This design comes from an exercise in tuning for small area, a short achievable clock period and few clock cycles per item on the open sky130 flow, not from production work. In this exercise RTL edits were held to simulation tests only and were not proved equivalent to the original.

$ cat flow/config.mk
export PLATFORM = sky130hd
export DESIGN_NAME = fc_layer_engine
export DESIGN_NICKNAME = fc_layer_engine
export VERILOG_FILES = /design/flow/design.v
export SDC_FILE = /design/flow/constraint.sdc
export NUM_CORES = 4
export LEC_CHECK = 0
export CAP_MARGIN = 20
export CORE_MARGIN = 2
export CORE_UTILIZATION = 55
export SETUP_SLACK_MARGIN = 5.0
export SLEW_MARGIN = 20
$ cat flow/standard.sh
#!/bin/bash
# synth_recipe.tcl (not shown) runs the flow's synth.tcl, then flattens the netlist and writes it again
# the make line also repeats each setting of config.mk as NAME=value (left out here)
make -C /OpenROAD-flow-scripts/flow DESIGN_CONFIG=/design/flow/config.mk WORK_HOME=/design/flow/orfs CLKGATE_MAP_FILE= SYNTH_SCRIPT=/design/flow/synth_recipe.tcl "${@:-finish}"
$ cat flow/flow/margin.txt
5.4
$ cat flow/design.v
package fc_pkg;
    localparam int SAT_W = 64;
    function automatic int idx_w(input int n);
        if (n > 1) begin
            idx_w = $clog2(n);
        end else begin
            idx_w = 1;
        end
    endfunction
endpackage
module fc_mac_lane (
    input  logic                   clk,
    input  logic                   first,
    input  logic [4:0]             one,
    input  logic [4:0]             two,
    input  logic [4:0]             neg,
    input  logic [4:0]             nsg,
    input  logic [4:0]             nz,
    input  logic [8:0]             weight,
    input  logic [10:0]            bias,
    output logic [19:0]            res
);
    localparam logic [9:0] KC_HI = 10'd683;
    localparam logic [9:0] KC_HM = 10'd682;
    logic [18:0] r_a, r_b;
    logic [5:0] r_u;
    logic r_c;
    logic [18:0] x, bg;
    logic [24:0] k;
    logic [9:0] w1, w2;
    logic [53:0] fs, fc;
    logic [4:0] hs, hc;
    assign w1 = {weight[8], weight};
    assign w2 = {weight, 1'b0};
    assign k = {bias[10] ? KC_HM : KC_HI, {4{bias[10]}}, bias};
    assign x  = first ? k[18:0] : r_a;
    assign bg = first ? 19'd0 : r_b;
    logic [9:0] m0, pp0;
    assign m0 = ({10{one[0]}} & w1) | ({10{two[0]}} & w2);
    assign pp0 = {~((nz[0] & weight[8]) ^ nsg[0]), m0[8:0] ^ {9{neg[0]}}};
    logic [9:0] m1, pp1;
    assign m1 = ({10{one[1]}} & w1) | ({10{two[1]}} & w2);
    assign pp1 = {~((nz[1] & weight[8]) ^ nsg[1]), m1[8:0] ^ {9{neg[1]}}};
    logic [9:0] m2, pp2;
    assign m2 = ({10{one[2]}} & w1) | ({10{two[2]}} & w2);
    assign pp2 = {~((nz[2] & weight[8]) ^ nsg[2]), m2[8:0] ^ {9{neg[2]}}};
    logic [9:0] m3, pp3;
    assign m3 = ({10{one[3]}} & w1) | ({10{two[3]}} & w2);
    assign pp3 = {~((nz[3] & weight[8]) ^ nsg[3]), m3[8:0] ^ {9{neg[3]}}};
    logic [9:0] m4, pp4;
    assign m4 = ({10{one[4]}} & w1) | ({10{two[4]}} & w2);
    assign pp4 = {~((nz[4] & weight[8]) ^ nsg[4]), m4[8:0] ^ {9{neg[4]}}};
    assign fs[0] = neg[0] ^ bg[0] ^ pp0[0];
    assign fc[0] = (neg[0] & bg[0]) | (pp0[0] & (neg[0] ^ bg[0]));
    assign fs[1] = bg[1] ^ pp0[1] ^ fc[0];
    assign fc[1] = (bg[1] & pp0[1]) | (fc[0] & (bg[1] ^ pp0[1]));
    assign fs[2] = neg[1] ^ bg[2] ^ pp1[0];
    assign fc[2] = (neg[1] & bg[2]) | (pp1[0] & (neg[1] ^ bg[2]));
    assign fs[3] = pp0[2] ^ x[2] ^ fs[2];
    assign fc[3] = (pp0[2] & x[2]) | (fs[2] & (pp0[2] ^ x[2]));
    assign fs[4] = bg[3] ^ pp0[3] ^ pp1[1];
    assign fc[4] = (bg[3] & pp0[3]) | (pp1[1] & (bg[3] ^ pp0[3]));
    assign fs[5] = fc[2] ^ x[3] ^ fs[4];
    assign fc[5] = (fc[2] & x[3]) | (fs[4] & (fc[2] ^ x[3]));
    assign fs[6] = neg[2] ^ bg[4] ^ pp0[4];
    assign fc[6] = (neg[2] & bg[4]) | (pp0[4] & (neg[2] ^ bg[4]));
    assign fs[7] = pp2[0] ^ pp1[2] ^ x[4];
    assign fc[7] = (pp2[0] & pp1[2]) | (x[4] & (pp2[0] ^ pp1[2]));
    assign fs[8] = fs[6] ^ fc[4] ^ fs[7];
    assign fc[8] = (fs[6] & fc[4]) | (fs[7] & (fs[6] ^ fc[4]));
    assign fs[9] = pp2[1] ^ pp1[3] ^ pp0[5];
    assign fc[9] = (pp2[1] & pp1[3]) | (pp0[5] & (pp2[1] ^ pp1[3]));
    assign fs[10] = bg[5] ^ fc[6] ^ fs[9];
    assign fc[10] = (bg[5] & fc[6]) | (fs[9] & (bg[5] ^ fc[6]));
    assign fs[11] = x[5] ^ fc[7] ^ fs[10];
    assign fc[11] = (x[5] & fc[7]) | (fs[10] & (x[5] ^ fc[7]));
    assign fs[12] = neg[3] ^ bg[6] ^ pp2[2];
    assign fc[12] = (neg[3] & bg[6]) | (pp2[2] & (neg[3] ^ bg[6]));
    assign fs[13] = pp1[4] ^ pp0[6] ^ pp3[0];
    assign fc[13] = (pp1[4] & pp0[6]) | (pp3[0] & (pp1[4] ^ pp0[6]));
    assign fs[14] = x[6] ^ fs[12] ^ fs[13];
    assign fc[14] = (x[6] & fs[12]) | (fs[13] & (x[6] ^ fs[12]));
    assign fs[15] = fc[9] ^ fs[14] ^ fc[10];
    assign fc[15] = (fc[9] & fs[14]) | (fc[10] & (fc[9] ^ fs[14]));
    assign fs[16] = pp2[3] ^ pp3[1] ^ bg[7];
    assign fc[16] = (pp2[3] & pp3[1]) | (bg[7] & (pp2[3] ^ pp3[1]));
    assign fs[17] = pp0[7] ^ pp1[5] ^ fc[13];
    assign fc[17] = (pp0[7] & pp1[5]) | (fc[13] & (pp0[7] ^ pp1[5]));
    assign fs[18] = fc[12] ^ x[7] ^ fs[16];
    assign fc[18] = (fc[12] & x[7]) | (fs[16] & (fc[12] ^ x[7]));
    assign fs[19] = fs[18] ^ fc[14] ^ fs[17];
    assign fc[19] = (fs[18] & fc[14]) | (fs[17] & (fs[18] ^ fc[14]));
    assign fs[20] = neg[4] ^ bg[8] ^ pp1[6];
    assign fc[20] = (neg[4] & bg[8]) | (pp1[6] & (neg[4] ^ bg[8]));
    assign fs[21] = pp4[0] ^ pp3[2] ^ pp0[8];
    assign fc[21] = (pp4[0] & pp3[2]) | (pp0[8] & (pp4[0] ^ pp3[2]));
    assign fs[22] = pp2[4] ^ x[8] ^ fs[21];
    assign fc[22] = (pp2[4] & x[8]) | (fs[21] & (pp2[4] ^ x[8]));
    assign fs[23] = fc[16] ^ fs[20] ^ fc[17];
    assign fc[23] = (fc[16] & fs[20]) | (fc[17] & (fc[16] ^ fs[20]));
    assign fs[24] = fc[18] ^ fs[22] ^ fs[23];
    assign fc[24] = (fc[18] & fs[22]) | (fs[23] & (fc[18] ^ fs[22]));
    assign fs[25] = pp3[3] ^ pp0[9] ^ pp1[7];
    assign fc[25] = (pp3[3] & pp0[9]) | (pp1[7] & (pp3[3] ^ pp0[9]));
    assign fs[26] = bg[9] ^ pp4[1] ^ pp2[5];
    assign fc[26] = (bg[9] & pp4[1]) | (pp2[5] & (bg[9] ^ pp4[1]));
    assign fs[27] = fc[21] ^ fs[26] ^ x[9];
    assign fc[27] = (fc[21] & fs[26]) | (x[9] & (fc[21] ^ fs[26]));
    assign fs[28] = fc[20] ^ fs[25] ^ fs[27];
    assign fc[28] = (fc[20] & fs[25]) | (fs[27] & (fc[20] ^ fs[25]));
    assign fs[29] = fc[22] ^ fc[23] ^ fs[28];
    assign fc[29] = (fc[22] & fc[23]) | (fs[28] & (fc[22] ^ fc[23]));
    assign fs[30] = bg[10] ^ pp1[8] ^ pp3[4];
    assign fc[30] = (bg[10] & pp1[8]) | (pp3[4] & (bg[10] ^ pp1[8]));
    assign fs[31] = pp4[2] ^ pp2[6] ^ fc[25];
    assign fc[31] = (pp4[2] & pp2[6]) | (fc[25] & (pp4[2] ^ pp2[6]));
    assign fs[32] = x[10] ^ fc[26] ^ fs[30];
    assign fc[32] = (x[10] & fc[26]) | (fs[30] & (x[10] ^ fc[26]));
    assign fs[33] = fs[32] ^ fs[31] ^ fc[27];
    assign fc[33] = (fs[32] & fs[31]) | (fc[27] & (fs[32] ^ fs[31]));
    assign fs[34] = pp1[9] ^ pp4[3] ^ bg[11];
    assign fc[34] = (pp1[9] & pp4[3]) | (bg[11] & (pp1[9] ^ pp4[3]));
    assign fs[35] = pp3[5] ^ pp2[7] ^ fc[30];
    assign fc[35] = (pp3[5] & pp2[7]) | (fc[30] & (pp3[5] ^ pp2[7]));
    assign fs[36] = fs[34] ^ x[11] ^ fs[35];
    assign fc[36] = (fs[34] & x[11]) | (fs[35] & (fs[34] ^ x[11]));
    assign fs[37] = fc[31] ^ fc[32] ^ hc[0];
    assign fc[37] = (fc[31] & fc[32]) | (hc[0] & (fc[31] ^ fc[32]));
    assign fs[38] = pp2[8] ^ pp4[4] ^ pp3[6];
    assign fc[38] = (pp2[8] & pp4[4]) | (pp3[6] & (pp2[8] ^ pp4[4]));
    assign fs[39] = bg[12] ^ x[12] ^ fs[38];
    assign fc[39] = (bg[12] & x[12]) | (fs[38] & (bg[12] ^ x[12]));
    assign fs[40] = fc[34] ^ fc[35] ^ fs[39];
    assign fc[40] = (fc[34] & fc[35]) | (fs[39] & (fc[34] ^ fc[35]));
    assign fs[41] = fc[36] ^ fs[40] ^ hc[1];
    assign fc[41] = (fc[36] & fs[40]) | (hc[1] & (fc[36] ^ fs[40]));
    assign fs[42] = pp3[7] ^ bg[13] ^ pp2[9];
    assign fc[42] = (pp3[7] & bg[13]) | (pp2[9] & (pp3[7] ^ bg[13]));
    assign fs[43] = pp4[5] ^ x[13] ^ fs[42];
    assign fc[43] = (pp4[5] & x[13]) | (fs[42] & (pp4[5] ^ x[13]));
    assign fs[44] = fc[38] ^ fs[43] ^ fc[39];
    assign fc[44] = (fc[38] & fs[43]) | (fc[39] & (fc[38] ^ fs[43]));
    assign fs[45] = pp4[6] ^ pp3[8] ^ bg[14];
    assign fc[45] = (pp4[6] & pp3[8]) | (bg[14] & (pp4[6] ^ pp3[8]));
    assign fs[46] = x[14] ^ fc[42] ^ fs[45];
    assign fc[46] = (x[14] & fc[42]) | (fs[45] & (x[14] ^ fc[42]));
    assign fs[47] = fc[43] ^ fs[46] ^ fc[44];
    assign fc[47] = (fc[43] & fs[46]) | (fc[44] & (fc[43] ^ fs[46]));
    assign fs[48] = bg[15] ^ pp4[7] ^ pp3[9];
    assign fc[48] = (bg[15] & pp4[7]) | (pp3[9] & (bg[15] ^ pp4[7]));
    assign fs[49] = fc[45] ^ fs[48] ^ x[15];
    assign fc[49] = (fc[45] & fs[48]) | (x[15] & (fc[45] ^ fs[48]));
    assign fs[50] = bg[16] ^ pp4[8] ^ fc[48];
    assign fc[50] = (bg[16] & pp4[8]) | (fc[48] & (bg[16] ^ pp4[8]));
    assign fs[51] = x[16] ^ fs[50] ^ fc[49];
    assign fc[51] = (x[16] & fs[50]) | (fc[49] & (x[16] ^ fs[50]));
    assign fs[52] = bg[17] ^ pp4[9] ^ x[17];
    assign fc[52] = (bg[17] & pp4[9]) | (x[17] & (bg[17] ^ pp4[9]));
    assign fs[53] = bg[18] ^ x[18] ^ fc[52];
    assign fc[53] = (bg[18] & x[18]) | (fc[52] & (bg[18] ^ x[18]));
    assign hs[0] = fc[28] ^ fs[33];
    assign hc[0] = fc[28] & fs[33];
    assign hs[1] = fs[36] ^ fc[33];
    assign hc[1] = fs[36] & fc[33];
    assign hs[2] = fc[40] ^ fs[44];
    assign hc[2] = fc[40] & fs[44];
    assign hs[3] = fc[46] ^ fs[49];
    assign hc[3] = fc[46] & fs[49];
    assign hs[4] = fc[50] ^ fs[52];
    assign hc[4] = fc[50] & fs[52];
    always_ff @(posedge clk) begin
        r_a <= {hc[4], hs[4], hc[3], hs[3], hc[2], hs[2], fc[37], hs[1], hs[0], fc[24], fc[19], fc[15], fc[11], fc[8], fc[5], fc[3], fc[1], x[1], x[0]};
        r_b <= {fs[53], fc[51], fs[51], fc[47], fs[47], fc[41], fs[41], fs[37], fc[29], fs[29], fs[24], fs[19], fs[15], fs[11], fs[8], fs[5], fs[3], fs[1], fs[0]};
        r_c <= fc[53];
        r_u <= first ? k[24:19] : r_u + 6'(r_c);
    end
    logic [24:0] acc_a, acc_b;
    assign acc_a = {r_u, r_a};
    assign acc_b = {5'd0, r_c, r_b};
    logic [24:0] cg, cp;
    assign cg = acc_a & acc_b;
    assign cp = acc_a ^ acc_b;
    logic lo_g0, lo_p0;
    assign lo_g0 = cg[1] | (cp[1] & cg[0]);
    assign lo_p0 = cp[1] & cp[0];
    logic lo_g1, lo_p1;
    assign lo_g1 = cg[3] | (cp[3] & cg[2]);
    assign lo_p1 = cp[3] & cp[2];
    logic lo_g2, lo_p2;
    assign lo_g2 = cg[5] | (cp[5] & cg[4]);
    assign lo_p2 = cp[5] & cp[4];
    logic lo_g3, lo_p3;
    assign lo_g3 = cg[7] | (cp[7] & cg[6]);
    assign lo_p3 = cp[7] & cp[6];
    logic lo_g4, lo_p4;
    assign lo_g4 = cg[9] | (cp[9] & cg[8]);
    assign lo_p4 = cp[9] & cp[8];
    logic lo_g5, lo_p5;
    assign lo_g5 = cg[11] | (cp[11] & cg[10]);
    assign lo_p5 = cp[11] & cp[10];
    logic lo_g6, lo_p6;
    assign lo_g6 = cg[13] | (cp[13] & cg[12]);
    assign lo_p6 = cp[13] & cp[12];
    logic lo_g7, lo_p7;
    assign lo_g7 = lo_g1 | (lo_p1 & lo_g0);
    assign lo_p7 = lo_p1 & lo_p0;
    logic lo_g8, lo_p8;
    assign lo_g8 = lo_g3 | (lo_p3 & lo_g2);
    assign lo_p8 = lo_p3 & lo_p2;
    logic lo_g9, lo_p9;
    assign lo_g9 = lo_g5 | (lo_p5 & lo_g4);
    assign lo_p9 = lo_p5 & lo_p4;
    logic lo_g10, lo_p10;
    assign lo_g10 = lo_g8 | (lo_p8 & lo_g7);
    assign lo_p10 = lo_p8 & lo_p7;
    logic lo_g11, lo_p11;
    assign lo_g11 = lo_g9 | (lo_p9 & lo_g10);
    assign lo_p11 = lo_p9 & lo_p10;
    logic lo_g12, lo_p12;
    assign lo_g12 = lo_g2 | (lo_p2 & lo_g7);
    assign lo_p12 = lo_p2 & lo_p7;
    logic lo_g13, lo_p13;
    assign lo_g13 = lo_g4 | (lo_p4 & lo_g10);
    assign lo_p13 = lo_p4 & lo_p10;
    logic lo_g14, lo_p14;
    assign lo_g14 = lo_g6 | (lo_p6 & lo_g11);
    assign lo_p14 = lo_p6 & lo_p11;
    logic lo_g15, lo_p15;
    assign lo_g15 = cg[2] | (cp[2] & lo_g0);
    assign lo_p15 = cp[2] & lo_p0;
    logic lo_g16, lo_p16;
    assign lo_g16 = cg[4] | (cp[4] & lo_g7);
    assign lo_p16 = cp[4] & lo_p7;
    logic lo_g17, lo_p17;
    assign lo_g17 = cg[6] | (cp[6] & lo_g12);
    assign lo_p17 = cp[6] & lo_p12;
    logic lo_g18, lo_p18;
    assign lo_g18 = cg[8] | (cp[8] & lo_g10);
    assign lo_p18 = cp[8] & lo_p10;
    logic lo_g19, lo_p19;
    assign lo_g19 = cg[10] | (cp[10] & lo_g13);
    assign lo_p19 = cp[10] & lo_p13;
    logic lo_g20, lo_p20;
    assign lo_g20 = cg[12] | (cp[12] & lo_g11);
    assign lo_p20 = cp[12] & lo_p11;
    logic lo_g21, lo_p21;
    assign lo_g21 = cg[14] | (cp[14] & lo_g14);
    assign lo_p21 = cp[14] & lo_p14;
    logic hi_g0, hi_p0;
    assign hi_g0 = cg[16] | (cp[16] & cg[15]);
    assign hi_p0 = cp[16] & cp[15];
    logic hi_g1, hi_p1;
    assign hi_g1 = cg[18] | (cp[18] & cg[17]);
    assign hi_p1 = cp[18] & cp[17];
    logic hi_g2, hi_p2;
    assign hi_g2 = cg[20] | (cp[20] & cg[19]);
    assign hi_p2 = cp[20] & cp[19];
    logic hi_g3, hi_p3;
    assign hi_g3 = cg[22] | (cp[22] & cg[21]);
    assign hi_p3 = cp[22] & cp[21];
    logic hi_g4, hi_p4;
    assign hi_g4 = cg[24] | (cp[24] & cg[23]);
    assign hi_p4 = cp[24] & cp[23];
    logic hi_g5, hi_p5;
    assign hi_g5 = hi_g1 | (hi_p1 & hi_g0);
    assign hi_p5 = hi_p1 & hi_p0;
    logic hi_g6, hi_p6;
    assign hi_g6 = hi_g3 | (hi_p3 & hi_g2);
    assign hi_p6 = hi_p3 & hi_p2;
    logic hi_g7, hi_p7;
    assign hi_g7 = hi_g6 | (hi_p6 & hi_g5);
    assign hi_p7 = hi_p6 & hi_p5;
    logic hi_g8, hi_p8;
    assign hi_g8 = hi_g2 | (hi_p2 & hi_g5);
    assign hi_p8 = hi_p2 & hi_p5;
    logic hi_g9, hi_p9;
    assign hi_g9 = hi_g4 | (hi_p4 & hi_g7);
    assign hi_p9 = hi_p4 & hi_p7;
    logic hi_g10, hi_p10;
    assign hi_g10 = cg[17] | (cp[17] & hi_g0);
    assign hi_p10 = cp[17] & hi_p0;
    logic hi_g11, hi_p11;
    assign hi_g11 = cg[19] | (cp[19] & hi_g5);
    assign hi_p11 = cp[19] & hi_p5;
    logic hi_g12, hi_p12;
    assign hi_g12 = cg[21] | (cp[21] & hi_g8);
    assign hi_p12 = cp[21] & hi_p8;
    logic hi_g13, hi_p13;
    assign hi_g13 = cg[23] | (cp[23] & hi_g7);
    assign hi_p13 = cp[23] & hi_p7;
    logic [14:0] lo_s;
    logic c15;
    logic [9:0] hi0, hi1;
    assign lo_s[0] = cp[0];
    assign lo_s[1] = cp[1] ^ cg[0];
    assign lo_s[2] = cp[2] ^ lo_g0;
    assign lo_s[3] = cp[3] ^ lo_g15;
    assign lo_s[4] = cp[4] ^ lo_g7;
    assign lo_s[5] = cp[5] ^ lo_g16;
    assign lo_s[6] = cp[6] ^ lo_g12;
    assign lo_s[7] = cp[7] ^ lo_g17;
    assign lo_s[8] = cp[8] ^ lo_g10;
    assign lo_s[9] = cp[9] ^ lo_g18;
    assign lo_s[10] = cp[10] ^ lo_g13;
    assign lo_s[11] = cp[11] ^ lo_g19;
    assign lo_s[12] = cp[12] ^ lo_g11;
    assign lo_s[13] = cp[13] ^ lo_g20;
    assign lo_s[14] = cp[14] ^ lo_g14;
    assign c15 = lo_g21;
    assign hi0[0] = cp[15];
    assign hi1[0] = ~cp[15];
    assign hi0[1] = cp[16] ^ cg[15];
    assign hi1[1] = cp[16] ^ (cg[15] | cp[15]);
    assign hi0[2] = cp[17] ^ hi_g0;
    assign hi1[2] = cp[17] ^ (hi_g0 | hi_p0);
    assign hi0[3] = cp[18] ^ hi_g10;
    assign hi1[3] = cp[18] ^ (hi_g10 | hi_p10);
    assign hi0[4] = cp[19] ^ hi_g5;
    assign hi1[4] = cp[19] ^ (hi_g5 | hi_p5);
    assign hi0[5] = cp[20] ^ hi_g11;
    assign hi1[5] = cp[20] ^ (hi_g11 | hi_p11);
    assign hi0[6] = cp[21] ^ hi_g8;
    assign hi1[6] = cp[21] ^ (hi_g8 | hi_p8);
    assign hi0[7] = cp[22] ^ hi_g12;
    assign hi1[7] = cp[22] ^ (hi_g12 | hi_p12);
    assign hi0[8] = cp[23] ^ hi_g7;
    assign hi1[8] = cp[23] ^ (hi_g7 | hi_p7);
    assign hi0[9] = cp[24] ^ hi_g13;
    assign hi1[9] = cp[24] ^ (hi_g13 | hi_p13);
    logic [8:0] eq_z, eq_o;
    assign eq_z[0] = (acc_a[15] | acc_b[15]) == cp[16];
    assign eq_o[0] = (acc_a[15] & acc_b[15]) != cp[16];
    assign eq_z[1] = (acc_a[16] | acc_b[16]) == cp[17];
    assign eq_o[1] = (acc_a[16] & acc_b[16]) != cp[17];
    assign eq_z[2] = (acc_a[17] | acc_b[17]) == cp[18];
    assign eq_o[2] = (acc_a[17] & acc_b[17]) != cp[18];
    assign eq_z[3] = (acc_a[18] | acc_b[18]) == cp[19];
    assign eq_o[3] = (acc_a[18] & acc_b[18]) != cp[19];
    assign eq_z[4] = (acc_a[19] | acc_b[19]) == cp[20];
    assign eq_o[4] = (acc_a[19] & acc_b[19]) != cp[20];
    assign eq_z[5] = (acc_a[20] | acc_b[20]) == cp[21];
    assign eq_o[5] = (acc_a[20] & acc_b[20]) != cp[21];
    assign eq_z[6] = (acc_a[21] | acc_b[21]) == cp[22];
    assign eq_o[6] = (acc_a[21] & acc_b[21]) != cp[22];
    assign eq_z[7] = (acc_a[22] | acc_b[22]) == cp[23];
    assign eq_o[7] = (acc_a[22] & acc_b[22]) != cp[23];
    assign eq_z[8] = (acc_a[23] | acc_b[23]) == cp[24];
    assign eq_o[8] = (acc_a[23] & acc_b[23]) != cp[24];
    logic all_z, all_o, ovf0, ovf1;
    assign all_z = &eq_z;
    assign all_o = &eq_o;
    assign ovf0 = !((all_z && !cp[15]) || (all_o && cp[15]));
    assign ovf1 = !((all_z && cp[15]) || (all_o && !cp[15]));
    assign res = {hi1[9], hi0[9], ovf1, ovf0, c15, lo_s};
endmodule
module fc_layer_engine #(
    parameter int N_IN  = 64,
    parameter int N_OUT = 16,
    parameter int DW    = 10,
    parameter int WW    = 9,
    parameter int BW    = 11,
    parameter int ACCW  = 25,
    parameter int OW    = 16,
    parameter int SHIFT = 0
) (
    input  logic                       clk,
    input  logic                       rst_n,
    input  logic                       in_valid,
    input  logic [DW-1:0]              in_data,
    output logic                       in_ready,
    output logic [fc_pkg::idx_w(N_IN)-1:0] w_addr,
    input  logic [N_OUT*WW-1:0]        weight,
    input  logic [N_OUT*BW-1:0]        bias,
    output logic                       out_valid,
    input  logic                       out_ready,
    output logic [OW-1:0]              out_data,
    output logic [fc_pkg::idx_w(N_OUT)-1:0] out_idx,
    output logic                       layer_done
);
    localparam int IN_W  = fc_pkg::idx_w(N_IN);
    localparam int OUT_W = fc_pkg::idx_w(N_OUT);
    localparam int ND    = (DW + 1) / 2;       
    localparam int RW    = OW + 4;             
    logic                   r_in_ready;
    logic                   r_in_stall;  
    logic [IN_W-1:0]        r_in_cnt;
    logic                   r_cnt_zero;  
    logic                   r_cnt_last;  
    logic                   r_pend;      
    logic                   r_last;      
    logic                   r_fin;       
    logic                   r_ob_full;   
    logic [OUT_W-1:0]       r_rd_idx;    
    logic                   r_rd_last;   
    logic [N_OUT-1:0]       r_rd_oh;     
    logic                   r_out_valid;
    logic                   r_out_vint;  
    logic [OUT_W-1:0]       r_out_idx;
    logic                   r_out_last;  
    logic [OW-1:0]          r_out_data;
    logic [OW-1:0]          r_out_q;     
    logic [OW-1:0]          w_out_new;
    logic                   r_done;
    logic [RW-1:0]          r_obuf [N_OUT];
    logic [RW-1:0]          w_raw  [N_OUT];
    localparam int NG = 4;
    logic [ND-1:0]          g_one [NG];
    logic [ND-1:0]          g_two [NG];
    logic [ND-1:0]          g_neg [NG];
    logic [ND-1:0]          g_nsg [NG];
    logic [ND-1:0]          g_nz  [NG];
    logic                   g_first [NG];
    logic [N_OUT*WW-1:0]    r_w;
    logic                   w_in_fire;
    logic                   w_out_fire;
    logic                   w_capture;
    logic                   w_move;
    logic [IN_W-1:0]        w_in_cnt_n;
    logic                   w_pend_n;
    logic                   w_ob_full_n;
    logic                   w_in_ready_n;
    logic [ND-1:0]          w_one, w_two, w_neg;
    logic [DW:0]            w_xe;
    logic [RW-1:0]          w_rd;
    logic                   w_sgn, w_ovf;
    assign in_ready   = r_in_ready;
    assign w_addr     = r_in_cnt;
    assign out_valid  = r_out_valid;
    assign out_idx    = r_out_idx;
    assign out_data   = r_out_q;
    assign layer_done = r_done;
    assign w_in_fire  = in_valid && !r_in_stall;
    assign w_out_fire = r_out_vint && out_ready;
    assign w_capture  = r_fin && !r_ob_full;
    assign w_move     = r_ob_full && (!r_out_vint || out_ready);
    assign w_in_cnt_n  = w_in_fire ? r_in_cnt + IN_W'(1) : r_in_cnt;
    assign w_pend_n    = (w_in_fire && r_cnt_last) || (r_pend && !w_capture);
    assign w_ob_full_n = w_capture || (r_ob_full && !(w_move && r_rd_last));
    assign w_in_ready_n = !(w_in_fire ? r_cnt_last : r_cnt_zero) || !w_pend_n || !w_ob_full_n;
    assign w_xe = {in_data, 1'b0};
    genvar d;
    generate
        for (d = 0; d < ND; d++) begin : g_booth
            logic b2, b1, b0;
            assign b0 = w_xe[2*d];
            assign b1 = w_xe[2*d+1];
            assign b2 = (2*d+2 <= DW) ? w_xe[2*d+2] : w_xe[DW];
            assign w_one[d] = b1 ^ b0;
            assign w_two[d] = (b2 & ~b1 & ~b0) | (~b2 & b1 & b0);
            assign w_neg[d] = b2 & ~(b1 & b0);
        end
    endgenerate
    always_ff @(posedge clk or negedge rst_n) begin
        if (!rst_n) begin
            r_in_ready  <= 1'b0;
            r_in_stall  <= 1'b1;
            r_in_cnt    <= '0;
            r_cnt_zero  <= 1'b1;
            r_cnt_last  <= 1'b0;
            r_pend      <= 1'b0;
            r_last      <= 1'b0;
            r_fin       <= 1'b0;
            r_ob_full   <= 1'b0;
            r_rd_idx    <= '0;
            r_rd_last   <= 1'b0;
            r_out_valid <= 1'b0;
            r_out_vint  <= 1'b0;
            r_out_idx   <= '0;
            r_out_last  <= 1'b0;
            r_done      <= 1'b0;
        end else begin
            r_in_cnt    <= w_in_cnt_n;
            r_cnt_zero  <= (w_in_cnt_n == '0);
            r_cnt_last  <= (w_in_cnt_n == IN_W'(N_IN - 1));
            r_pend      <= w_pend_n;
            r_in_ready  <= w_in_ready_n;
            r_in_stall  <= !w_in_ready_n;
            r_last      <= w_in_fire && r_cnt_last;
            r_fin       <= r_last || (r_fin && !w_capture);
            r_ob_full   <= w_ob_full_n;
            if (w_capture) begin
                r_rd_idx  <= '0;
                r_rd_last <= 1'b0;
            end else if (w_move) begin
                r_rd_idx  <= r_rd_idx + OUT_W'(1);
                r_rd_last <= (r_rd_idx == OUT_W'(N_OUT - 2));
            end
            if (w_move) begin
                r_out_valid <= 1'b1;
                r_out_vint  <= 1'b1;
                r_out_idx   <= r_rd_idx;
                r_out_last  <= r_rd_last;
            end else if (w_out_fire) begin
                r_out_valid <= 1'b0;
                r_out_vint  <= 1'b0;
            end
            r_done      <= w_out_fire && r_out_last;
        end
    end
    always_ff @(posedge clk) begin
        r_w <= weight;
    end
    genvar g;
    generate
        for (g = 0; g < NG; g++) begin : g_stage1
            logic [ND-1:0] one_q, two_q, neg_q, nsg_q, nz_q;
            logic          first_q;
            logic [ND-1:0] one_d, two_d, neg_d, nsg_d, nz_d;
            logic          first_d;
            localparam bit INV = (g % 2) == 1;
            logic fire;
            assign fire    = (g < 2) ? (in_valid && r_in_ready) : (in_valid && !r_in_stall);
            assign one_d   = fire ? w_one : '0;
            assign two_d   = fire ? w_two : '0;
            assign neg_d   = fire ? w_neg : '0;
            assign nsg_d   = fire ? w_neg : '1;
            assign nz_d    = fire ? (w_one | w_two) : '0;
            assign first_d = fire && r_cnt_zero;
            always_ff @(posedge clk) begin
                one_q   <= INV ? ~one_d : one_d;
                two_q   <= INV ? ~two_d : two_d;
                neg_q   <= INV ? ~neg_d : neg_d;
                nsg_q   <= INV ? ~nsg_d : nsg_d;
                nz_q    <= INV ? ~nz_d  : nz_d;
                first_q <= INV ? ~first_d : first_d;
            end
            assign g_one[g]   = INV ? ~one_q : one_q;
            assign g_two[g]   = INV ? ~two_q : two_q;
            assign g_neg[g]   = INV ? ~neg_q : neg_q;
            assign g_nsg[g]   = INV ? ~nsg_q : nsg_q;
            assign g_nz[g]    = INV ? ~nz_q  : nz_q;
            assign g_first[g] = INV ? ~first_q : first_q;
        end
    endgenerate
    genvar k;
    generate
        for (k = 0; k < N_OUT; k++) begin : g_lane
            localparam int G = k / (N_OUT / NG);
            fc_mac_lane u_lane (
                .clk    (clk),
                .first  (g_first[G]),
                .one    (g_one[G]),
                .two    (g_two[G]),
                .neg    (g_neg[G]),
                .nsg    (g_nsg[G]),
                .nz     (g_nz[G]),
                .weight (r_w[k*WW +: WW]),
                .bias   (bias[k*BW +: BW]),
                .res    (w_raw[k])
            );
        end
    endgenerate
    always_ff @(posedge clk) begin
        if (w_capture) begin
            for (int i = 0; i < N_OUT; i++) begin
                r_obuf[i] <= w_raw[i];
            end
        end
    end
    always_ff @(posedge clk) begin
        if (w_capture) begin
            r_rd_oh <= N_OUT'(1);
        end else if (w_move) begin
            r_rd_oh <= {r_rd_oh[N_OUT-2:0], r_rd_oh[N_OUT-1]};
        end
    end
    always_comb begin
        w_rd = '0;
        for (int i = 0; i < N_OUT; i++) begin
            w_rd = w_rd | (r_rd_oh[i] ? r_obuf[i] : '0);
        end
    end
    assign w_sgn = w_rd[OW-1] ? w_rd[OW+3] : w_rd[OW+2];
    assign w_ovf = w_rd[OW-1] ? w_rd[OW+1] : w_rd[OW];
    assign w_out_new = {w_sgn, w_ovf ? {(OW-1){!w_sgn}} : w_rd[OW-2:0]};
    always_ff @(posedge clk) begin
        r_out_data <= w_move ? w_out_new : r_out_q;
        r_out_q    <= w_move ? w_out_new : r_out_data;
    end
endmodule
$ cat flow/flow/polarity.py
#!/usr/bin/env python3
"""Re-wire inverters around full-adder cells in a flat Yosys netlist.

A full adder with all three inputs complemented produces both outputs complemented, so each
fa cell may be fed complemented inputs if its readers are given complemented outputs. This
picks, per fa cell, whether to do so (local search) to minimise the inverters needed, then
writes the netlist with the inverters rebuilt: one inverter per net that some reader needs
complemented. Only inverter cells and the nets around fa cells change; other cells, the
flip-flops and the ports stay as they are.
usage: polarity.py in.v out.v
"""
import re
import sys
import random
from collections import defaultdict

INV_RE = re.compile(r'^sky130_fd_sc_hd__(inv|clkinv)_\d+$')
FA_RE = re.compile(r'^sky130_fd_sc_hd__fa_\d+$')


def main():
    src = open(sys.argv[1]).read()
    m = re.search(r'(module\s+(\w+)\s*\(.*?\);)(.*?)(endmodule)', src, re.S)
    head, body = m.group(1), m.group(3)
    # split body into statements
    stmts = [s.strip() for s in re.split(r';', body) if s.strip()]
    decls, cells, assigns = [], [], []
    for s in stmts:
        if re.match(r'^(input|output|inout|wire|reg)\b', s):
            decls.append(s)
        elif s.startswith('assign'):
            assigns.append(s)
        else:
            mm = re.match(r'^(\S+)\s+(\S+)\s*\((.*)\)$', s, re.S)
            if not mm:
                raise SystemExit(f"cannot parse: {s[:80]}")
            typ, name, conns = mm.groups()
            pins = {}
            for p, n in re.findall(r'\.(\w+)\(([^()]*)\)', conns):
                pins[p] = n.strip()
            cells.append([typ, name, pins])
    outpins = {'X', 'Y', 'Q', 'Q_N', 'SUM', 'COUT', 'HI', 'LO'}
    # inverter graph
    inv_of = {}  # output net -> input net
    for typ, name, pins in cells:
        if INV_RE.match(typ):
            inv_of[pins['Y']] = pins['A']

    def resolve(net):
        """net -> (base net, parity) through inverter chains"""
        p = 0
        seen = 0
        while net in inv_of:
            net = inv_of[net]
            p ^= 1
            seen += 1
            if seen > 100:
                raise SystemExit("inverter loop")
        return net, p

    assign_nets = set()
    for a in assigns:
        for n in re.findall(r"[A-Za-z_\\][\w\\\[\]\.$:]*(?:\[\d+\])?", a):
            assign_nets.add(n)
    port_nets = set()
    for d in decls:
        if d.startswith('output'):
            for n in re.findall(r'(\w+)\s*$', d):
                port_nets.add(n)
    fa_cells = [c for c in cells if FA_RE.match(c[0])]
    fa_index = {c[1]: i for i, c in enumerate(fa_cells)}
    fa_out = {}  # base net -> fa idx driving it
    for i, (typ, name, pins) in enumerate(fa_cells):
        for p in ('SUM', 'COUT'):
            if p in pins and pins[p]:
                fa_out[pins[p]] = i
    # readers: list of (base net, parity, consumer fa idx or -1, cell ref, pin)
    readers = []
    for ci, (typ, name, pins) in enumerate(cells):
        if INV_RE.match(typ):
            continue
        for p, n in pins.items():
            if p in outpins or n == '' or p == 'CLK':
                continue
            b, par = resolve(n)
            fi = fa_index.get(name, -1) if FA_RE.match(typ) else -1
            readers.append([b, par, fi, ci, p])
    fixed_reads = []
    for n in assign_nets | port_nets:
        if n in inv_of:
            b, par = resolve(n)
            fixed_reads.append((b, par, n))
    by_net = defaultdict(list)
    for r in readers:
        by_net[r[0]].append(r)
    for b, par, n in fixed_reads:
        by_net[b].append([b, par, -1, None, n])
    nets_of_fa = defaultdict(set)
    for b, rs in by_net.items():
        if b in fa_out:
            nets_of_fa[fa_out[b]].add(b)
        for r in rs:
            if r[2] >= 0:
                nets_of_fa[r[2]].add(b)
    x = [0] * len(fa_cells)

    def net_cost(b):
        xd = x[fa_out[b]] if b in fa_out else 0
        need = False
        for r in by_net[b]:
            xc = x[r[2]] if r[2] >= 0 else 0
            if r[1] ^ xd ^ xc:
                need = True
                break
        return 1 if need else 0

    def total():
        return sum(net_cost(b) for b in by_net)

    before_inv = sum(1 for c in cells if INV_RE.match(c[0]))
    best = total()
    sys.stderr.write(f"inverter cells before: {before_inv}, needed with no flips: {best}\n")
    best_x = list(x)
    best_c = best
    for seed in range(6):
        rng = random.Random(seed)
        x[:] = [0] * len(fa_cells) if seed == 0 else [rng.randint(0, 1) for _ in fa_cells]
        order = list(range(len(fa_cells)))
        for it in range(60):
            improved = False
            rng.shuffle(order)
            for i in order:
                nets = nets_of_fa[i]
                c0 = sum(net_cost(b) for b in nets)
                x[i] ^= 1
                c1 = sum(net_cost(b) for b in nets)
                if c1 < c0 or (c1 == c0 and rng.random() < 0.3):
                    improved |= c1 < c0
                else:
                    x[i] ^= 1
            if not improved and it > 10:
                break
        c = total()
        if c < best_c:
            best_c, best_x = c, list(x)
    x[:] = best_x
    after = total()
    sys.stderr.write(f"needed after flips: {after}, flipped fa: {sum(x)}\n")
    # rebuild: drop all inverters; for each base net that needs a complement, one inverter
    new_cells = []
    for c in cells:
        if not INV_RE.match(c[0]):
            new_cells.append(c)
    comp = {}
    k = 0

    def comp_net(b):
        nonlocal k
        if b not in comp:
            nn = f"_pinv{k}_"
            k += 1
            comp[b] = nn
            new_cells.append(["sky130_fd_sc_hd__inv_1", f"_pinvc{k}_", {"A": b, "Y": nn}])
        return comp[b]

    extra_assign = []
    for b, rs in by_net.items():
        xd = x[fa_out[b]] if b in fa_out else 0
        for r in rs:
            xc = x[r[2]] if r[2] >= 0 else 0
            need = r[1] ^ xd ^ xc
            if r[3] is None:
                # a net read by an assign/port: drive it from b or its complement
                extra_assign.append((r[4], comp_net(b) if need else b))
                continue
            cells[r[3]][2][r[4]] = comp_net(b) if need else b
    # fa outputs keep their nets; every reference now uses base nets or new complements
    # the outputs of flipped fa cells carry complemented values: give those nets new names
    ren = {}
    for i, (typ, name, pins) in enumerate(fa_cells):
        if x[i]:
            for p in ('SUM', 'COUT'):
                if p in pins and pins[p]:
                    ren[pins[p]] = f"_pflip{len(ren)}_"
    for i, c in enumerate(fa_cells):
        if x[i]:
            c[1] = c[1] + "_pf" if not c[1].startswith("\\") else c[1] + "_pf"
    for b in list(ren):
        if b in port_nets or b in assign_nets:
            raise SystemExit(f"flipped fa drives a port or assign: {b}")
    for c in new_cells:
        for p in list(c[2]):
            if c[2][p] in ren:
                c[2][p] = ren[c[2][p]]
    extra_assign = [(l, ren.get(r, r)) for l, r in extra_assign]

    def esc(n):
        return n + " " if n.startswith("\\") else n

    out = [head]
    for d in decls:
        out.append("  " + d + " ;")
    for nn in list(comp.values()) + list(ren.values()):
        out.append(f"  wire {nn};")
    for typ, name, pins in new_cells:
        conns = ", ".join(f".{p}({esc(n)})" for p, n in pins.items())
        out.append(f"  {typ} {esc(name)} ({conns});")
    for a in assigns:
        out.append("  " + a + " ;")
    for lhs, rhs in extra_assign:
        out.append(f"  assign {esc(lhs)} = {esc(rhs)};")
    out.append("endmodule")
    open(sys.argv[2], 'w').write("\n".join(out) + "\n")
    sys.stderr.write(f"inverter cells after: {len(comp)}\n")


if __name__ == "__main__":
    main()
$ cat flow/constraint.sdc
create_clock -name core_clock -period 8.5 [get_ports {clk}]
set_input_delay 1.7000 -clock core_clock [delete_from_list [all_inputs] [get_ports {clk}]]
set_output_delay 1.7000 -clock core_clock [all_outputs]
set_load 0.01 [all_outputs]
$ cat flow/flow/run.sh
#!/bin/bash
# Own layout flow, built on the standard flow (standard.sh):
#  1. the standard synthesis, unchanged (bash standard.sh synth);
#  2. flow/polarity.py re-wires the inverters around full-adder cells in the synthesized
#     netlist (a full adder fed complemented inputs gives complemented outputs), which removes
#     inverters; no flip-flop, port or other cell changes (the original netlist is kept as
#     1_2_yosys.std.v);
#  3. the standard ORFS layout steps (bash standard.sh finish) with the port buffers made of
#     plain buffers and a larger setup-repair margin, so that timing repair keeps working
#     towards a shorter clock period. The clock period and constraints are the design's.
# Each step writes its full output to a log file of its own in this folder.
set -euo pipefail
MARGIN=$(cat flow/margin.txt)
R=orfs/results/${FLOW_PLATFORM:-sky130hd}/fc_layer_engine/base
bash standard.sh synth > synth.log 2>&1
cp "$R/1_2_yosys.v" "$R/1_2_yosys.std.v"
python3 flow/polarity.py "$R/1_2_yosys.std.v" "$R/1_2_yosys.pol.v" > polarity.log 2>&1
mv "$R/1_2_yosys.pol.v" "$R/1_2_yosys.v"
rm -f "$R/1_synth.odb" "$R/1_synth.sdc"
bash standard.sh finish SETUP_SLACK_MARGIN="$MARGIN" \
    BUFFER_PORTS_ARGS="-buffer_cell sky130_fd_sc_hd__buf_1" > layout.log 2>&1
test -f out/final.def
==> flow_summary.toml <==
[status]
status = "finished clean"

[worst_hold_path]
worstHoldStart = "r_out_data[15]$_DFF_P_"
min_path_type = "reg2reg"
hold_end = "r_out_q[15]$_DFF_P_"
whs_path_depth = 2

[worst_setup_path]
worst_setup_path_end_kind = "flop"
r2r-end = "r_obuf[5][14]$_DFFE_PP_"
reg2reg_from = "g_lane[5].u_lane.r_a[0]$_DFFE_PN_"
crit_path_max_fanout = 2
required_ns = 9.00
r2r_cells = 11
r2r_setup_slack_ns = 5.22
cp.arrival_ns = 3.78
critPathLaunchType = "flop"
path_class = "reg2reg"

[cts]
cts_tree = "built"
htree_levels = 4
cts_sinks = 1362
clk_path_buf_depth = 3
clk_pin_slew_ns = 0.06
holdBufCountCts = 0
cts_buffers = 156
root_buffer = "clkbuf_16"
clock_latency_ns = 0.82

[routing]
drt_iter0_markers = 6695
vias = 64200
drtPass1Iterations = 6
wirelength_um = 309000
ant_nets = 0
route.detailed.wl_per_inst_um = 29.0
vias_per_cell = 6.02
drc = 0

[floorplanning]
dieArea_um2 = 164000
dieHeight_um = 405
initial_core_util = 0.555
die-width_um = 405
rows = 146
io_pins = 363
core_um2 = 159000

[sta]
max_freq_ghz = 0.305
slew_violations = 0
rsz0062_at_grt = "true"
max_slew.worst_pin.slew_ns = 1.21
fin_setup_tns_ns = 0
period_share = 0.386
post-route-min-period_ns = 3.28
finalSetupViolCount = 0
skew_ns = 0.0218
hold_viol = 0
relSlewSlack = 0.192

[finish]
syn_to_final_growth_pct = 21.6
drive_gt1_frac = 0.215
utilization = 0.675
finalNetCount = 10300
instances_no_fill = 10700

[flow_run]
drv_cap = 0

[placed_design]
place.gp.congestion = 1.02
dp_hpwl_um = 205000
portBuffers = 362
place_inst = 9893

[power_and_ir_drop]
vdd_drop_max_mv = 0.281
p_leak_nw = 44.7
p_per_area_nw_per_um2 = 397
power.total_mw = 42.6

[yosys]
avgSynthCellArea_um2 = 11.3
syn_inst = 7815
synth_nets = 9660
synth.yosys.warnings = 17
netlist_area_um2 = 88200

[global_route]
antenna_found_initial = 62
track_usage = 0.370
grt_max_degree = 83
grt_pass1_wl_um = 441000
grt_pass1_vias = 64600
overflow = 0
[repair_timing]
action / 4_1_cts / 5_1_grt
buffers inserted: 229 / 162
setup endpoints to repair: 591 / 267
gates resized for setup: 730 / 356
endpoints found under the hold margin: 0 / 0
gates cloned: 56 / 20
pin swaps: 218 / 191
[layer usage]
metal	share of wire	global-route usage	vias up
met4	0.054	0.158	36
met2	0.44	0.552	3440
met1	0.41	0.519	32400
met3	0.098	0.0830	864
met5	0.00079	0	-
li1	-	-	27500
[area by class of cell]
type | instances | area [um^2]
multi-input cells | 5249 | 56400
fillers | 12000 | 51600
flip-flops and latches | 1362 | 31300
repair buffers | 921 | 8700
clock buffers | 198 | 4240
inverters | 755 | 3050
well taps | 2072 | 2590
clock inverters | 90 | 958
diodes | 15 | 37.5
repair inverters | 2 | 10.0
[power by group]
group	internal, mW	switching, mW
Sequential	9.47	1.84
Clock	4.03	2.94
Combinational	10.7	13.6
Total	24.2	18.4
[worst max-delay path by stage]
| stage | startpoint | to | slack (ns) | cells past startpoint |
|---|---|---|---|---|
| 5_1_grt | g_lane[15].u_lane.r_a[0]$_DFFE_PN_ | r_obuf[15][14]$_DFFE_PP_ | 5.12 | 11 |
| 3_3_place_gp | g_stage1[3].neg_q[4]$_DFF_P_ | g_lane[12].u_lane.r_b[11]$_DFF_P_ | 4.04 | 9 |
| 3_5_place_dp | g_stage1[3].neg_q[4]$_DFF_P_ | g_lane[15].u_lane.r_b[11]$_DFF_P_ | 3.94 | 9 |
| 6_report | g_lane[5].u_lane.r_a[0]$_DFFE_PN_ | r_obuf[5][14]$_DFFE_PP_ | 5.22 | 11 |
| 4_1_cts | g_lane[15].u_lane.r_a[0]$_DFFE_PN_ | r_obuf[15][14]$_DFFE_PP_ | 5.21 | 11 |
| 2_1_floorplan | r_ob_full$_DFF_PN0_ | r_obuf[0][0]$_DFFE_PP_ | 2.76 | 2 |
[cell usage in the layout (no fill, tap or decap), drive strengths merged, types with 40 or more instances in the layout]
| master | instances |
|---|---|
| nand3 | 101 |
| clkinvlp | 73 |
| xor2 | 374 |
| a22oi | 320 |
| edfxtp | 352 |
| a221oi | 80 |
| ha | 519 |
| nor2b | 120 |
| a31oi | 40 |
| nand2b | 181 |
| nor2 | 200 |
| bufbuf | 41 |
| xnor2 | 731 |
| a21oi | 105 |
| nand2 | 364 |
| o22ai | 320 |
| dfxtp | 984 |
| buf | 859 |
| nand4 | 86 |
| clkinv | 54 |
| fa | 992 |
| inv | 704 |
| o21ai | 103 |
| a21o | 59 |
| clkbuf | 219 |
| mux2 | 96 |
| a22o | 80 |
| and2 | 75 |
| mux2i | 106 |
[registers in the layout (all words and copies together), names as in the netlist, 20 cells and up]
register / cells
g_stage1.one_q: 20
g_lane.u_lane.r_a: 304
g_stage1.two_q: 20
r_w: 144
r_obuf: 320
g_stage1.neg_q: 20
g_lane.u_lane.r_u: 96
g_stage1.nz_q: 20
g_stage1.nsg_q: 20
g_lane.u_lane.r_b: 304
[through the flow]
| step | worst slack, ns | hold WS (ns) | area, um^2 |
|---|---|---|---|
| 2_1_floorplan | 2.76 | 0.399 | 89300 |
| 3_3_place_gp | 4.04 | 0.410 | 92200 |
| 3_5_place_dp | 3.94 | 0.418 | 92200 |
| 4_1_cts | 5.21 | 0.423 | 104000 |
| 5_1_grt | 5.12 | 0.437 | 107000 |
| 6_report | 5.22 | 0.422 | 107000 |
[critical path: stages, from the launching register on]
cell,delay [ns]
edfxtp_1,0.38
ha_2,0.19
fa_2,0.36
inv_2,0.07
nor2b_2,0.04
o31a_1,0.29
a311o_2,0.40
a2111oi_4,0.32
o31ai_4,0.11
a31oi_1,0.18
inv_1,0.09
fa_2,0.56
Testbench counts, summed over its fixed seeds: cycles 12,440, items 192.

==> re-timing with driven ports <==
The flow's constraints put no driver on any port. The routed layout listed below was extracted and timed again, unchanged, in two steps.
Step 1: set_driving_cell puts a clkbuf_16 on clk and a buf_2 on each other input, an assumption about the parent block.
Step 2 moves the port delays by t, midway between the first and last clock arrival at a register: inputs arrive t later, outputs are due t later. That takes back most of the time a late clock gives input paths.
Slacks: ideal ports / drivers / drivers and shift; pairs: ideal ports / drivers.
shift t [ns]: 0.887
setup WS [ns]: 5.221 / 5.221 / 4.405
worst register clock-pin slew, ns: 0.07 / 0.07
After both steps this run still meets setup and hold. For this run, drivers alone change the setup slack by 0.000 ns; drivers and shift together by -0.816 ns.
